This design comes from an exercise in tuning for small area and a short achievable clock period on the open sky130 flow, not from production work.
In this exercise RTL edits were held to simulation tests only and were not proved equivalent to the original.

==> flow/design.v, too long to show whole: its modules and the start of the top module <==
// module mult_pipe: 1602 lines
// module mult_fa: 10 lines
// module mult_ha: 9 lines
// module mult_sched: 73 lines
module mult_sched
#(
    parameter int NREQ = 4,
    parameter int LAT  = 1
) (
    input  logic                      pclk,
    input  logic                      reset,
    input  logic [NREQ-1:0]           req_valid,
    output logic [NREQ-1:0]           req_ready,
    input  logic [NREQ*A_W-1:0]       req_a,
    input  logic [NREQ*B_W-1:0]       req_b,
    input  logic [NREQ-1:0]           req_mask,
    output logic                      rsp_valid,
    output logic [$clog2(NREQ)-1:0]   rsp_id,
    output logic [P_W-1:0]            rsp_data,
    output logic                      busy
);
  // ...
==> flow/flow/run.sh <==
#!/bin/bash
# Layout: the standard flow (standard.sh) with these changes to how it is made:
#  - synthesis maps logic with an area-oriented ABC script (flow/abc_area.script, picked
#    through ABC_AREA=1 from a copy of the ORFS scripts folder);
#  - the port buffers that placement inserts on every input and output are buf_1 cells;
#  - timing repair aims for a larger setup margin up to clock tree synthesis, and a
#    smaller one after global routing.
# Each tool's output goes to its own log under orfs/logs/; make's output to run_make*.log.
set -euo pipefail
rm -rf scripts_own
cp -r "$FLOW_HOME/scripts" scripts_own
cp flow/abc_area.script scripts_own/abc_area.script
BUF="BUFFER_PORTS_ARGS=-buffer_cell sky130_fd_sc_hd__buf_1"
bash standard.sh SCRIPTS_DIR="$PWD/scripts_own" SETUP_SLACK_MARGIN=6.3 "$BUF" cts > run_make_cts.log 2>&1
bash standard.sh SCRIPTS_DIR="$PWD/scripts_own" SETUP_SLACK_MARGIN=5.9 "$BUF" > run_make.log 2>&1
==> flow/flow/abc_area.script <==
strash
dch
amap
topo
stime -c
buffer -c
upsize -c
dnsize -c
==> flow/standard.sh <==
#!/bin/bash
# synth_recipe.tcl (not shown) runs the flow's synth.tcl, then flattens the netlist and writes it again
# the make line also repeats each setting of config.mk as NAME=value (left out here)
make -C /OpenROAD-flow-scripts/flow DESIGN_CONFIG=/design/flow/config.mk WORK_HOME=/design/flow/orfs CLKGATE_MAP_FILE= SYNTH_SCRIPT=/design/flow/synth_recipe.tcl "${@:-finish}"
==> flow/config.mk <==
export PLATFORM = sky130hd
export DESIGN_NAME = mult_sched
export DESIGN_NICKNAME = mult_sched
export VERILOG_FILES = /design/flow/design.v
export SDC_FILE = /design/flow/constraint.sdc
export NUM_CORES = 4
export LEC_CHECK = 0
export ABC_AREA = 1
export CAP_MARGIN = 20
export CORE_MARGIN = 2
export CORE_UTILIZATION = 40
export SLEW_MARGIN = 20
export SYNTH_HIERARCHICAL = 1
export SYNTH_MINIMUM_KEEP_SIZE = 0
==> flow/constraint.sdc <==
create_clock -name core_clock -period 15.0 [get_ports {pclk}]
set_input_delay 3.0000 -clock core_clock [delete_from_list [all_inputs] [get_ports {pclk}]]
set_output_delay 3.0000 -clock core_clock [all_outputs]
set_load 0.01 [all_outputs]
==> results_dict.tcl, run 1 <==
set metrics [dict create \
    place.port_buffers 317 \
    period_share 0.597 \
    path_class "in2reg" \
    place_ws_ns 4.17 \
    final_cell_mix "500 x nor2_1, 465 x a21oi_1, 433 x o22ai_1, 387 x fa_1, 317 x buf_1" \
    grt_pass1_vias 25200 \
    start_kind "input port" \
    setup_ws_ns 6.05 \
    status "timing/DRC/antenna clean" \
    rrSetupSlack_ns 8.41 \
    synth_mux_area_frac 0 \
    synth_common_cells "512 x nor2_1, 467 x a21oi_1, 450 x o22ai_1" \
    grt_max_degree 74 \
    antenna_cells 2 \
    synth.most_common_cell "nor2_1" \
    row_count 89 \
    relSlewSlack 0.396 \
    n_clock_buffer 13 \
    syn_area_per_cell_sq_um 7.97 \
    finClkSkew_ns 0.0160 \
    drc 0 \
    synth_ff_type "dfrtp_1" \
    crit_path_end "u_mult.c_r[23]$_DFFE_PP0P_" \
    antenna_found_initial 2 \
    synth-adder-area-share 0.382 \
    r2r-end "u_mult.c_r[23]$_DFFE_PP0P_" \
    timing.rr.start "rr_ptr_r[1]$_DFFE_PP0P_" \
    drive_gt1_frac 0.0871 \
    worst_pin_slew_ns 0.906 \
    synth-edff-count 0 \
    cp_num_buf_inv 3 \
]
==> inputs of run 2 (changes only) <==
--- a/flow/flow/run.sh
+++ b/flow/flow/run.sh
@@ -11,5 +11,5 @@
 cp -r "$FLOW_HOME/scripts" scripts_own
 cp flow/abc_area.script scripts_own/abc_area.script
 BUF="BUFFER_PORTS_ARGS=-buffer_cell sky130_fd_sc_hd__buf_1"
-bash standard.sh SCRIPTS_DIR="$PWD/scripts_own" SETUP_SLACK_MARGIN=6.3 "$BUF" cts > run_make_cts.log 2>&1
-bash standard.sh SCRIPTS_DIR="$PWD/scripts_own" SETUP_SLACK_MARGIN=5.9 "$BUF" > run_make.log 2>&1
+bash standard.sh SCRIPTS_DIR="$PWD/scripts_own" SETUP_SLACK_MARGIN=6.5 "$BUF" cts > run_make_cts.log 2>&1
+bash standard.sh SCRIPTS_DIR="$PWD/scripts_own" SETUP_SLACK_MARGIN=6.0 "$BUF" > run_make.log 2>&1
==> run 2 against run 1 <==
Net effect:
- still clean
- maximum frequency grew 3.8%
- cell count grew 1.3%
- flip-flop and latch count stayed put
- highest routed layer unchanged
- cell area is 3.9% higher
- synthesized cell count stayed put
- core utilization grew 1.8 points
- sequential share of layout area fell by 0.37 points
- setup slack gained 0.33 ns
==> results_dict.tcl, run 2 <==
set metrics [dict create \
    yosys.area.top_type_share 0.326 \
    place.port_buffers 317 \
    reg_top3 "u_mult.c_r: 40 flops, u_mult.s_r: 40 flops, u_mult.l_r: 12 flops" \
    routedWlPerCell_um 26.4 \
    cp_num_buf_inv 3 \
    synth-edff-count 0 \
    path_clk_slew_ns 0.08 \
    period_share 0.575 \
    finalSetupTns_ns 0 \
    synth.most_common_cell "nor2_1" \
    gp_congestion 0.929 \
    cts_tree "built" \
    cp_slowest_cell "fa_1" \
    status "timing/DRC/antenna clean" \
    path_class "in2reg" \
    fin_crit_ns 8.62 \
    cp_top_family "adder cells" \
    nets 3929 \
    relSlewSlack 0.431 \
    top_usage_layer "met2" \
    die_w_um 248 \
    vias_per_cell 6.49 \
    cpPeakStageDelay_ns 0.57 \
    finClkSkew_ns 0.0158 \
    synth_ff_type "dfrtp_1" \
    drc 0 \
    yosys-top-cells-area "fa_1 33%, o22ai_1 12%, dfrtp_1 11%" \
    pin_count 318 \
    syn-num-nets 3744 \
    die_h_um 248 \
    cts.path.max_buffers 2 \
    timing.fmax_ghz 0.116 \
    start_util 0.405 \
    setup_viol 0 \
    hpwl_um 64700 \
    final_cell_mix "498 x nor2_1, 463 x a21oi_1, 424 x o22ai_1, 362 x fa_1, 317 x buf_1" \
    cts_root_buf "clkbuf_16" \
    end_kind "register" \
    critPathArrivalTime_ns 8.91 \
    drt_iter0_markers 3449 \
    grt_pass1_wl_um 159000 \
    hold_path_class "reg2reg" \
    drv_slew 0 \
    final_common_cell "nor2_1" \
    yosysWarnings 8 \
    dr.pass1.iters 7 \
    drive_gt1_frac 0.115 \
    synth_common_cells "512 x nor2_1, 467 x a21oi_1, 450 x o22ai_1" \
    row_count 89 \
    cts_buffers 9 \
    async_flop_share 1.00 \
    grt_pass1_vias 25900 \
    grt_use_met2 0.527 \
    synth_seq_cells 106 \
    cts_sinks 106 \
    syn-cell-area_sq_um 23900 \
    antenna_found_initial 1 \
    ys_types 55 \
    use_met3 0.0890 \
    ant_nets 0 \
    rsz0062_at_grt "no" \
    wl_um 104000 \
    maxCapViolations 0 \
    antenna_cells 0 \
    worst_pin_slew_ns 0.853 \
    grt_max_degree 74 \
    finalHoldViolations 0 \
    grt_use_met1 0.421 \
    start_kind "input port" \
    required_ns 15.29 \
    cp_cell_sequence "buf_1 -> and2b_4 -> nor2_4 -> nor2_1 -> o21a_1 -> nor2_4 -> bufbuf_16 -> a222oi_1 -> o21ai_1 -> nor2b_2 -> o22ai_4 -> buf_4 -> o22ai_1 -> nor2_1 -> a21oi_1 -> fa_1 -> fa_1 -> fa_1 -> fa_1 -> fa_1 -> a22o_1" \
    vias 25700 \
    synth.yosys.seq_area_share 0.111 \
    dieArea_sq_um 61700 \
    syn_area_per_cell_sq_um 7.97 \
    synth.largest_area_cell "fa_1" \
    grt.overflow.total 0 \
    htreeDepth 3 \
    critPathMostFrequentCell "fa_1" \
    clk_latency_ns 0.41 \
    crit_fanout 17 \
    area_delta_synth_final_pct 18.0 \
    grt_util_all_layers 0.334 \
    netlist_instances 2997 \
    core_sq_um 59000 \
]
run 2: per-module statistics from Yosys, one instance, submodules excluded:
module      area [sq um]  flip-flops and latches
mult_pipe          14500                     101
mult_sched          1660                       5
mult_fa             20.0                       0
mult_ha             12.5                       0
run 2: worst register-to-register path: stages, from the launching register on:
cell	delay [ns]
dfrtp_1	0.48
nor2_1	0.15
nand2_1	0.10
o21ai_1	0.09
o21ai_4	0.24
inv_8	0.10
buf_12	0.17
a222oi_1	0.41
o21ai_4	0.13
buf_12	0.19
clkinvlp_4	0.14
nor2b_4	0.08
or2_4	0.32
o22ai_2	0.21
nor2_1	0.08
a21oi_2	0.17
fa_1	0.51
fa_2	0.57
fa_1	0.45
fa_1	0.44
fa_1	0.55
fa_1	0.43
nand2_1	0.07
o21ai_0	0.09
run 2: cell type report:
class / count / area (sq um)
clock buffer: 12 / 256
clock inverter: 4 / 35.0
fill: 5647 / 30800
inverter: 199 / 802
multi-input combinational: 2400 / 20200
sequential: 106 / 2650
tap: 773 / 967
timing repair buffer: 463 / 3300
timing repair inverter: 3 / 23.8
run 2: kinds of logic (layout without fill, tap and decap cells):
logic type,after synthesis,in the layout,share of synthesized area
compound gates,1218,1219,0.312
buf+inv,506,681,0.0819
flops,106,106,0.111
fa+ha+maj,497,497,0.382
simple gates,670,684,0.113
run 2: repair_timing:
item	in CTS	in global routing
resized for setup	183	0
endpoints found under the setup margin	97	0
endpoints found under the hold margin	0	0
buffers inserted	79	0
hold buffers	0	0
run 2: metrics by stage:
stage	hold slack [ns]	cell area, sq um	std cells	util	setup WS [ns]
3_5_place_dp	0.489	25600	3821	0.434	4.40
4_1_cts	0.510	28200	3959	0.477	6.50
3_3_place_gp	0.482	25600	3821	0.434	4.56
5_1_grt	0.521	28200	3960	0.478	6.14
6_report	0.505	28200	3960	0.478	6.38
2_1_floorplan	0.467	24100	2997	-	6.48
run 2: final timing paths:
check                                           start                         end  slack [ns]  cells after the start
setup / recovery                          req_mask[3]  u_mult.c_r[25]$_DFFE_PP0P_        6.38                     21
hold / removal             u_mult.l_r[11]$_DFFE_PP0P_  u_mult.l_r[11]$_DFFE_PP0P_        0.50                      2
setup reg to reg              rr_ptr_r[1]$_DFFE_PP0P_  u_mult.c_r[20]$_DFFE_PP0P_        8.67                     23
hold reg to reg            u_mult.l_r[11]$_DFFE_PP0P_  u_mult.l_r[11]$_DFFE_PP0P_        0.50                      2
max in group asynchronous                       reset   u_mult.l_r[8]$_DFFE_PP0P_       11.17                      4
min in group asynchronous                       reset     rr_ptr_r[1]$_DFFE_PP0P_        2.58                      2
run 2: per-layer routing:
layer / part of all wire / up-vias
met5: 0 / -
met1: 0.38 / 12400
met4: 0.057 / 0
met3: 0.11 / 349
met2: 0.45 / 1790
li1: - / 11100
==> module mult_sched, before the edit <==
module mult_sched
#(
    parameter int NREQ = 4,
    parameter int LAT  = 1
) (
    input  logic                      pclk,
    input  logic                      reset,
    input  logic [NREQ-1:0]           req_valid,
    output logic [NREQ-1:0]           req_ready,
    input  logic [NREQ*A_W-1:0]       req_a,
    input  logic [NREQ*B_W-1:0]       req_b,
    input  logic [NREQ-1:0]           req_mask,
    output logic                      rsp_valid,
    output logic [$clog2(NREQ)-1:0]   rsp_id,
    output logic [P_W-1:0]            rsp_data,
    output logic                      busy
);
    logic [3:0]            elig_s;
    logic [3:0]            grant_s;
    logic                  accept_s;
    logic [1:0]            g_idx_s;
    logic [1:0]            rr_ptr_r;
    logic signed [A_W-1:0] a_sel_s;
    logic signed [B_W-1:0] b_sel_s;
    logic                  v_r;
    logic [1:0]            id_r;
    always_comb begin
        elig_s = req_valid & ~req_mask;
        case (rr_ptr_r)
            2'd0: grant_s = elig_s[0] ? 4'b0001 : elig_s[1] ? 4'b0010 : elig_s[2] ? 4'b0100 :
                            elig_s[3] ? 4'b1000 : 4'b0000;
            2'd1: grant_s = elig_s[1] ? 4'b0010 : elig_s[2] ? 4'b0100 : elig_s[3] ? 4'b1000 :
                            elig_s[0] ? 4'b0001 : 4'b0000;
            2'd2: grant_s = elig_s[2] ? 4'b0100 : elig_s[3] ? 4'b1000 : elig_s[0] ? 4'b0001 :
                            elig_s[1] ? 4'b0010 : 4'b0000;
            default: grant_s = elig_s[3] ? 4'b1000 : elig_s[0] ? 4'b0001 : elig_s[1] ? 4'b0010 :
                               elig_s[2] ? 4'b0100 : 4'b0000;
        endcase
        accept_s = |grant_s;
        g_idx_s  = {grant_s[3] | grant_s[2], grant_s[3] | grant_s[1]};
        a_sel_s = '0;
        b_sel_s = '0;
        for (int i = 0; i < NREQ; i++) begin
            a_sel_s = a_sel_s | (req_a[i*A_W +: A_W] & {A_W{grant_s[i]}});
            b_sel_s = b_sel_s | (req_b[i*B_W +: B_W] & {B_W{grant_s[i]}});
        end
    end
    mult_pipe u_mult (
        .pclk  (pclk),
        .reset (reset),
        .en    (accept_s),
        .a     (a_sel_s),
        .b     (b_sel_s),
        .p     (rsp_data)
    );
    always_ff @(posedge pclk or posedge reset) begin
        if (reset) begin
            rr_ptr_r <= '0;
            v_r      <= 1'b0;
            id_r     <= '0;
        end else begin
            if (accept_s) begin
                rr_ptr_r <= g_idx_s + 2'd1;
            end
            v_r  <= accept_s;
            id_r <= g_idx_s;
        end
    end
    assign req_ready = reset ? '0 : grant_s;
    assign rsp_valid = v_r;
    assign rsp_id    = id_r;
    assign busy      = v_r;
endmodule
==> inputs of run 3 (changes only) <==
--- a/flow/design.v
+++ b/flow/design.v
@@ -1652,19 +1652,21 @@
     logic signed [B_W-1:0] b_sel_s;
     logic                  v_r;
     logic [1:0]            id_r;
+    logic [3:0]            ahead_s [4];
+    logic [1:0]            di_s, dj_s;
     always_comb begin
+        for (int i = 0; i < 4; i++) begin
+            for (int j = 0; j < 4; j++) begin
+                di_s = 2'(i) - rr_ptr_r;
+                dj_s = 2'(j) - rr_ptr_r;
+                ahead_s[i][j] = (dj_s < di_s);
+            end
+        end
         elig_s = req_valid & ~req_mask;
-        case (rr_ptr_r)
-            2'd0: grant_s = elig_s[0] ? 4'b0001 : elig_s[1] ? 4'b0010 : elig_s[2] ? 4'b0100 :
-                            elig_s[3] ? 4'b1000 : 4'b0000;
-            2'd1: grant_s = elig_s[1] ? 4'b0010 : elig_s[2] ? 4'b0100 : elig_s[3] ? 4'b1000 :
-                            elig_s[0] ? 4'b0001 : 4'b0000;
-            2'd2: grant_s = elig_s[2] ? 4'b0100 : elig_s[3] ? 4'b1000 : elig_s[0] ? 4'b0001 :
-                            elig_s[1] ? 4'b0010 : 4'b0000;
-            default: grant_s = elig_s[3] ? 4'b1000 : elig_s[0] ? 4'b0001 : elig_s[1] ? 4'b0010 :
-                               elig_s[2] ? 4'b0100 : 4'b0000;
-        endcase
-        accept_s = |grant_s;
+        for (int i = 0; i < 4; i++) begin
+            grant_s[i] = elig_s[i] & ~|(elig_s & ahead_s[i]);
+        end
+        accept_s = |elig_s;
         g_idx_s  = {grant_s[3] | grant_s[2], grant_s[3] | grant_s[1]};
         a_sel_s = '0;
         b_sel_s = '0;
--- a/flow/flow/run.sh
+++ b/flow/flow/run.sh
@@ -11,5 +11,5 @@
 cp -r "$FLOW_HOME/scripts" scripts_own
 cp flow/abc_area.script scripts_own/abc_area.script
 BUF="BUFFER_PORTS_ARGS=-buffer_cell sky130_fd_sc_hd__buf_1"
-bash standard.sh SCRIPTS_DIR="$PWD/scripts_own" SETUP_SLACK_MARGIN=6.5 "$BUF" cts > run_make_cts.log 2>&1
-bash standard.sh SCRIPTS_DIR="$PWD/scripts_own" SETUP_SLACK_MARGIN=6.0 "$BUF" > run_make.log 2>&1
+bash standard.sh SCRIPTS_DIR="$PWD/scripts_own" SETUP_SLACK_MARGIN=6.3 "$BUF" cts > run_make_cts.log 2>&1
+bash standard.sh SCRIPTS_DIR="$PWD/scripts_own" SETUP_SLACK_MARGIN=5.9 "$BUF" > run_make.log 2>&1
==> run 3 against run 2 <==
Net effect:
- cell area down 5.6%
- non-clock buffer count down 67
- critical path depth up 2
- wire length down 1.7%
- largest cell class unchanged
- core utilization down 2.6 points
- global-route usage up 0.099 points
- sequential share of layout area up 0.56 points
- first-iteration DRC count up 1.8%
- still clean
==> results_dict.tcl, run 3 <==
set metrics [dict create \
    timing.fmax_ghz 0.113 \
    layout.cells.non_filler 3884 \
    drt_iter0_markers 3510 \
    cp_slowest_cell "fa_1" \
    grt_use_met1 0.442 \
    period_share 0.588 \
    htreeDepth 3 \
    grt_pass1_wl_um 155000 \
    place.port_buffers 317 \
    yosys.area.top_type_share 0.327 \
    drc 0 \
    grt_util_all_layers 0.335 \
    timing.rr.start "rr_ptr_r[1]$_DFFE_PP0P_" \
    r2r_cells 22 \
    cts_tree "built" \
    synth_mux_area_frac 0 \
    synth.yosys.seq_area_share 0.112 \
    setup_ws_ns 6.18 \
    use_met3 0.0776 \
    cts_sinks 106 \
    cts_buffers 9 \
    rsz0062_at_grt "no" \
    critPathArrivalTime_ns 9.12 \
    final_common_cell "nor2_1" \
    synth_seq_cells 106 \
    grt_pass1_vias 24900 \
    cts.path.max_buffers 2 \
    async_flop_share 1.00 \
    antenna_found_initial 5 \
    synth_top_family_by_area "adder cells" \
    vias 25200 \
    r2r-end "u_mult.c_r[20]$_DFFE_PP0P_" \
    critPathLaunch "req_valid[1]" \
    fin_crit_ns 8.82 \
    clk_latency_ns 0.41 \
    syn-num-nets 3737 \
    cpPeakStageDelay_ns 0.63 \
    worst_pin_slew_ns 1.01 \
    synth.most_common_cell "nor2_1" \
    synth.largest_area_cell "fa_1" \
    final_cell_mix "491 x nor2_1, 470 x a21oi_1, 436 x o22ai_1, 389 x fa_1, 317 x buf_1" \
    relSlewSlack 0.325 \
    utilization 0.452 \
    start_util 0.404 \
    grt_max_degree 73 \
    required_ns 15.30 \
    crit_fanout 35 \
    dieArea_sq_um 61400 \
    path_class "in2reg" \
    cp_cell_sequence "buf_1 -> nor2b_4 -> inv_2 -> a21oi_1 -> o221ai_4 -> bufinv_8 -> buf_8 -> a222oi_1 -> buf_4 -> nand2_8 -> inv_1 -> nor2b_2 -> o22ai_4 -> buf_6 -> o22ai_1 -> nor2_1 -> a21oi_1 -> fa_1 -> fa_1 -> fa_1 -> fa_1 -> fa_1 -> a22o_1" \
    critPathMostFrequentCell "fa_1" \
    finalSetupTns_ns 0 \
    yosysWarnings 9 \
    start_kind "input port" \
    rrSetupSlack_ns 8.32 \
    synth-edff-count 0 \
    ant_nets 0 \
    maxCapViolations 0 \
    pin_count 318 \
    hold_path_class "reg2reg" \
    synth-simple-area-share 0.130 \
    die_h_um 248 \
    synth_compound_area_frac 0.301 \
    core_sq_um 58900 \
    yosys-top-cells-area "fa_1 33%, o22ai_1 12%, dfrtp_1 11%" \
    path_clk_slew_ns 0.09 \
    row_count 89 \
    gp_congestion 0.957 \
    top_usage_layer "met2" \
    finClkSkew_ns 0.0145 \
    nFillCells 5796 \
    netlist_instances 2986 \
    drive_gt1_frac 0.0766 \
    drv_slew 0 \
    grt.overflow.total 0 \
    nets 3853 \
    dr.pass1.iters 9 \
    wl_um 103000 \
    end_kind "register" \
    syn-cell-area_sq_um 23800 \
    synth_common_cells "497 x nor2_1, 471 x a21oi_1, 449 x o22ai_1" \
    vias_per_cell 6.49 \
    syn_area_per_cell_sq_um 7.97 \
    setup_viol 0 \
    crit_path_end "u_mult.c_r[19]$_DFFE_PP0P_" \
    cts_root_buf "clkbuf_16" \
    worstHoldStart "u_mult.l_r[11]$_DFFE_PP0P_" \
    area_delta_synth_final_pct 11.9 \
    routedWlPerCell_um 26.4 \
    grt_use_met2 0.516 \
    reg_top3 "u_mult.c_r: 40 flops, u_mult.s_r: 40 flops, u_mult.l_r: 12 flops" \
    finalHoldViolations 0 \
    place_ws_ns 4.45 \
    dp.cells 3812 \
    status "timing/DRC/antenna clean" \
    synth-xor-area-share 0 \
    ys_types 53 \
    synth_ff_type "dfrtp_1" \
    ctsHoldBuffers 0 \
    die_w_um 248 \
    synth-adder-area-share 0.386 \
    hpwl_um 67500 \
]
run 3: cell count changes in the layout (fill, tap and decap cells not counted), sizes merged, moves of 4 or more:
cell | previous run | this run
buf | 438 | 390
bufbuf | 25 | 6
clkinvlp | 7 | 3
diode | 0 | 4
ha | 108 | 112
inv | 190 | 137
nand2 | 88 | 210
nor2 | 514 | 499
o21ai | 131 | 73
or2 | 29 | 25
run 3: cells by family after synthesis:
family | count (synthesis)
AND/OR/NAND/NOR | 773
adder cells (fa/ha/maj) | 501
AO/OA/AOI/OAI | 1160
flip-flops | 106
buffers and inverters | 446
run 3: final cells by class:
| cell class | count | area, sq um | area share |
|---|---|---|---|
| multi-input combinational | 2448 | 19900 | 0.748 |
| inverter | 139 | 558 | 0.0210 |
| clock inverter | 7 | 61.3 | 0.00230 |
| timing repair buffer | 396 | 2220 | 0.0833 |
| clock buffer | 9 | 225 | 0.00846 |
| sequential | 106 | 2650 | 0.0996 |
| tap | 773 | 967 | 0.0363 |
| timing repair inverter | 2 | 12.5 | 0.000470 |
| antenna | 4 | 10.0 | 0.000376 |
run 3: critical path: cells and delay by family:
family / cells / cell delay, ns
simple gates: 4 / 0.90
buf+inv: 7 / 1.39
compound gates: 7 / 1.34
fa+ha+maj: 5 / 2.47
run 3: worst min path at each step:
stage	endpoint	slack (ns)	cells past startpoint
final	u_mult.l_r[11]$_DFFE_PP0P_	0.50	2
after global routing	u_mult.l_r[8]$_DFFE_PP0P_	0.52	1
after CTS	u_mult.l_r[11]$_DFFE_PP0P_	0.50	2
after detailed placement	u_mult.l_r[11]$_DFFE_PP0P_	0.48	2
after global placement	u_mult.l_r[7]$_DFFE_PP0P_	0.48	2
after floorplan	u_mult.c_r[31]$_DFFE_PP0P_	0.47	1
run 3: what timing repair did:
item | in CTS | in global routing
gates cloned | 22 | 0
resized for setup | 120 | 1
pin swaps | 21 | 0
setup buffers | 30 | 0
endpoints found under the setup margin | 92 | 1
run 3: modules after synthesis, one instance, submodules excluded:
module | times used | cells | flip-flops and latches | cell area, sq um
mult_ha | 40 | 1 | 0 | 12.5
mult_fa | 362 | 1 | 0 | 20.0
mult_sched | 1 | 246 | 5 | 1550
mult_pipe | 1 | 2338 | 101 | 14500
run 3: through the flow:
| stage | hold slack, ns | cell area, sq um |
|---|---|---|
| after floorplan | 0.467 | 23800 |
| after global placement | 0.478 | 25300 |
| after detailed placement | 0.482 | 25300 |
| after CTS | 0.504 | 26600 |
| after global routing | 0.525 | 26600 |
| final | 0.496 | 26600 |
run 3: metal layers:
layer	wire length, um	part of all wire
met4	5440	0.053
met2	45900	0.45
met1	40600	0.39
met3	10800	0.10
met5	24	0.00023
==> inputs of run 4 (changes only) <==
--- a/flow/config.mk
+++ b/flow/config.mk
@@ -8,7 +8,7 @@
 export ABC_AREA = 1
 export CAP_MARGIN = 20
 export CORE_MARGIN = 2
-export CORE_UTILIZATION = 40
+export CORE_UTILIZATION = 50
 export SLEW_MARGIN = 20
 export SYNTH_HIERARCHICAL = 1
 export SYNTH_MINIMUM_KEEP_SIZE = 0
==> run 4 against run 3 <==
Net effect:
- still clean
- maximum frequency is 0.27% higher
- die area is 20% lower
- first-iteration DRC count is 1.2% lower
- highest routed layer is now met4
==> results_dict.tcl, run 4 <==
set metrics [dict create \
    drv_slew 0 \
    hold_path_class "reg2reg" \
    start_util 0.509 \
    yosysWarnings 9 \
    syn_area_per_cell_sq_um 7.97 \
    crit_fanout 40 \
    end_kind "register" \
    cts_buffers 9 \
    hpwl_um 65000 \
    synth.yosys.seq_area_share 0.112 \
    drive_gt1_frac 0.0734 \
    cpPeakStageDelay_ns 0.49 \
    finalSetupTns_ns 0 \
    place.port_buffers 317 \
    status "timing/DRC/antenna clean" \
    finalHoldViolations 0 \
    area_delta_synth_final_pct 10.3 \
    cp_slowest_cell "fa_1" \
    cts_tree "built" \
    htreeDepth 3 \
    syn-cell-area_sq_um 23800 \
    rsz0062_at_grt "yes" \
    required_ns 15.32 \
    routedWlPerCell_um 27.5 \
    pin_count 318 \
    vias 25400 \
    finClkSkew_ns 0.0151 \
    yosys.area.top_type_share 0.327 \
    path_clk_slew_ns 0.09 \
    cp_top_family "adder cells" \
    ctsHoldBuffers 0 \
    cts_sinks 106 \
    setup_viol 0 \
    critPathMostFrequentCell "fa_1" \
    synth-edff-count 0 \
    yosys-top-cells-area "fa_1 33%, o22ai_1 12%, dfrtp_1 11%" \
    cts_root_buf "clkbuf_16" \
    drc 0 \
    cp_num_buf_inv 8 \
    path_class "in2reg" \
    worst_pin_slew_ns 0.990 \
    synth_common_cells "497 x nor2_1, 471 x a21oi_1, 449 x o22ai_1" \
    start_kind "input port" \
    drt_iter0_markers 3468 \
    synth_seq_cells 106 \
    ant_nets 0 \
    syn-num-nets 3737 \
    wl_um 102000 \
    ys_types 53 \
    reg_top3 "u_mult.c_r: 40 flops, u_mult.s_r: 40 flops, u_mult.l_r: 12 flops" \
    antenna_found_initial 1 \
    maxCapViolations 0 \
    critPathArrivalTime_ns 9.12 \
    grt_pass1_wl_um 154000 \
    dr.pass1.iters 6 \
    clk_latency_ns 0.41 \
    synth.largest_area_cell "fa_1" \
    dieArea_sq_um 49300 \
    final_common_cell "nor2_1" \
    grt_pass1_vias 25000 \
    cts.path.max_buffers 2 \
    row_count 79 \
    whs_ns 0.496 \
    fin_crit_ns 8.80 \
    core_sq_um 46800 \
    grt_max_degree 71 \
    period_share 0.587 \
    relSlewSlack 0.338 \
    final_cell_mix "486 x nor2_1, 471 x a21oi_1, 436 x o22ai_1, 389 x fa_1, 317 x buf_1" \
    grt.overflow.total 0 \
    async_flop_share 1.00 \
    netlist_instances 2986 \
    timing.fmax_ghz 0.114 \
    die_h_um 222 \
    nets 3840 \
    synth.most_common_cell "nor2_1" \
    gp_congestion 0.968 \
    grt_util_all_layers 0.413 \
    die_w_um 222 \
    synth_ff_type "dfrtp_1" \
    vias_per_cell 6.85 \
]
-- run 4: cell counts after synthesis --
No cell type changed its count.
-- run 4: final timing paths --
check / start / endpoint / slack (ns) / cells after the start
min reg2reg: u_mult.l_r[11]$_DFFE_PP0P_ / u_mult.l_r[11]$_DFFE_PP0P_ / 0.50 / 2
max reg2reg: rr_ptr_r[1]$_DFFE_PP0P_ / u_mult.c_r[21]$_DFFE_PP0P_ / 8.16 / 21
max: req_valid[2] / u_mult.t_r[4]$_DFFE_PP0P_ / 6.20 / 26
min in group asynchronous: reset / rr_ptr_r[1]$_DFFE_PP0P_ / 2.61 / 2
max in group asynchronous: reset / u_mult.s_r[9]$_DFFE_PP0P_ / 10.90 / 3
min: u_mult.l_r[11]$_DFFE_PP0P_ / u_mult.l_r[11]$_DFFE_PP0P_ / 0.50 / 2
-- run 4: layout make-up --
| cell class | instances | area [sq um] |
|---|---|---|
| fill | 4374 | 20500 |
| timing repair buffer | 381 | 2040 |
| antenna | 1 | 2.50 |
| multi-input combinational | 2452 | 20000 |
| clock buffer | 12 | 246 |
| sequential | 106 | 2650 |
| clock inverter | 4 | 36.3 |
| inverter | 139 | 538 |
| tap | 607 | 759 |
-- run 4: Yosys stat by module (local to each module, per instance) --
module	flip-flops and latches	area [sq um]	times used
mult_sched	5	1550	1
mult_pipe	101	14500	1
mult_ha	0	12.5	40
mult_fa	0	20.0	362
-- run 4: cells by family after synthesis --
group           count (synthesis)  share of synthesized area
buf+inv                       446                     0.0713
flops                         106                      0.112
simple gates                  773                      0.130
compound gates               1160                      0.301
fa+ha+maj                     501                      0.386
-- run 4: layer usage --
layer,GRT usage,wire (um),vias to the layer above
li1,-,-,10900
met1,0.521,38200,12200
met2,0.635,45400,1859
met3,0.124,12000,394
met4,0.228,6130,0
met5,0,0,-
-- run 4: what timing repair did --
| action | in CTS | in global routing |
|---|---|---|
| endpoints found under the hold margin | 0 | 0 |
| resized for setup | 100 | 2 |
| setup buffers | 18 | 2 |
| gates cloned | 25 | 0 |
| endpoints found under the setup margin | 91 | 3 |
| pin swaps | 14 | 1 |
-- run 4: tightest hold or removal path, cell delays in order, from the launching register on --
cell and delay [ns]:
dfrtp_1 0.35, nand2_1 0.05, o21ai_1 0.06
-- run 4: through the flow --
step | area [sq um] | utilization | cells | setup WS, ns
after floorplan | 23800 | - | 2986 | 6.38
after global placement | 25000 | 0.535 | 3639 | 4.65
after detailed placement | 25000 | 0.536 | 3640 | 4.63
after CTS | 26200 | 0.561 | 3699 | 6.29
after global routing | 26200 | 0.561 | 3701 | 5.89
final | 26200 | 0.561 | 3702 | 6.20

[re-timing with driven ports]
No port has a modelled driver above. Below, the same layouts with a new extraction and two added sets of constraints. Step 1 sets driving cells, clkbuf_16 on the clock port and buf_2 on the other inputs (assumed; they add their load-dependent delay and slew). Step 2, shift: input delay + t, output delay - t, t = (earliest + latest rising clock arrival at the registers) / 2. This alone moves slack from input paths to output paths. Three values: ideal ports, drivers, drivers and shift; two values: the first two.
run | shift t [ns] | slack for setup (ns) | worst register clock-pin slew, ns | cell pins on the clock port's net
run 1 | 0.467 | 6.052 / 6.091 / 5.624 | 0.10 / 0.10 | 1
run 2 | 0.469 | 6.380 / 6.422 / 5.953 | 0.09 / 0.09 | 1
run 3 | 0.464 | 6.178 / 6.202 / 5.739 | 0.09 / 0.09 | 1
run 4 | 0.470 | 6.201 / 6.245 / 5.775 | 0.10 / 0.10 | 1
After both steps setup and hold are still met in every run listed. For run 3, which loses most, drivers alone change the setup slack by +0.024 ns; drivers and shift together by -0.439 ns.
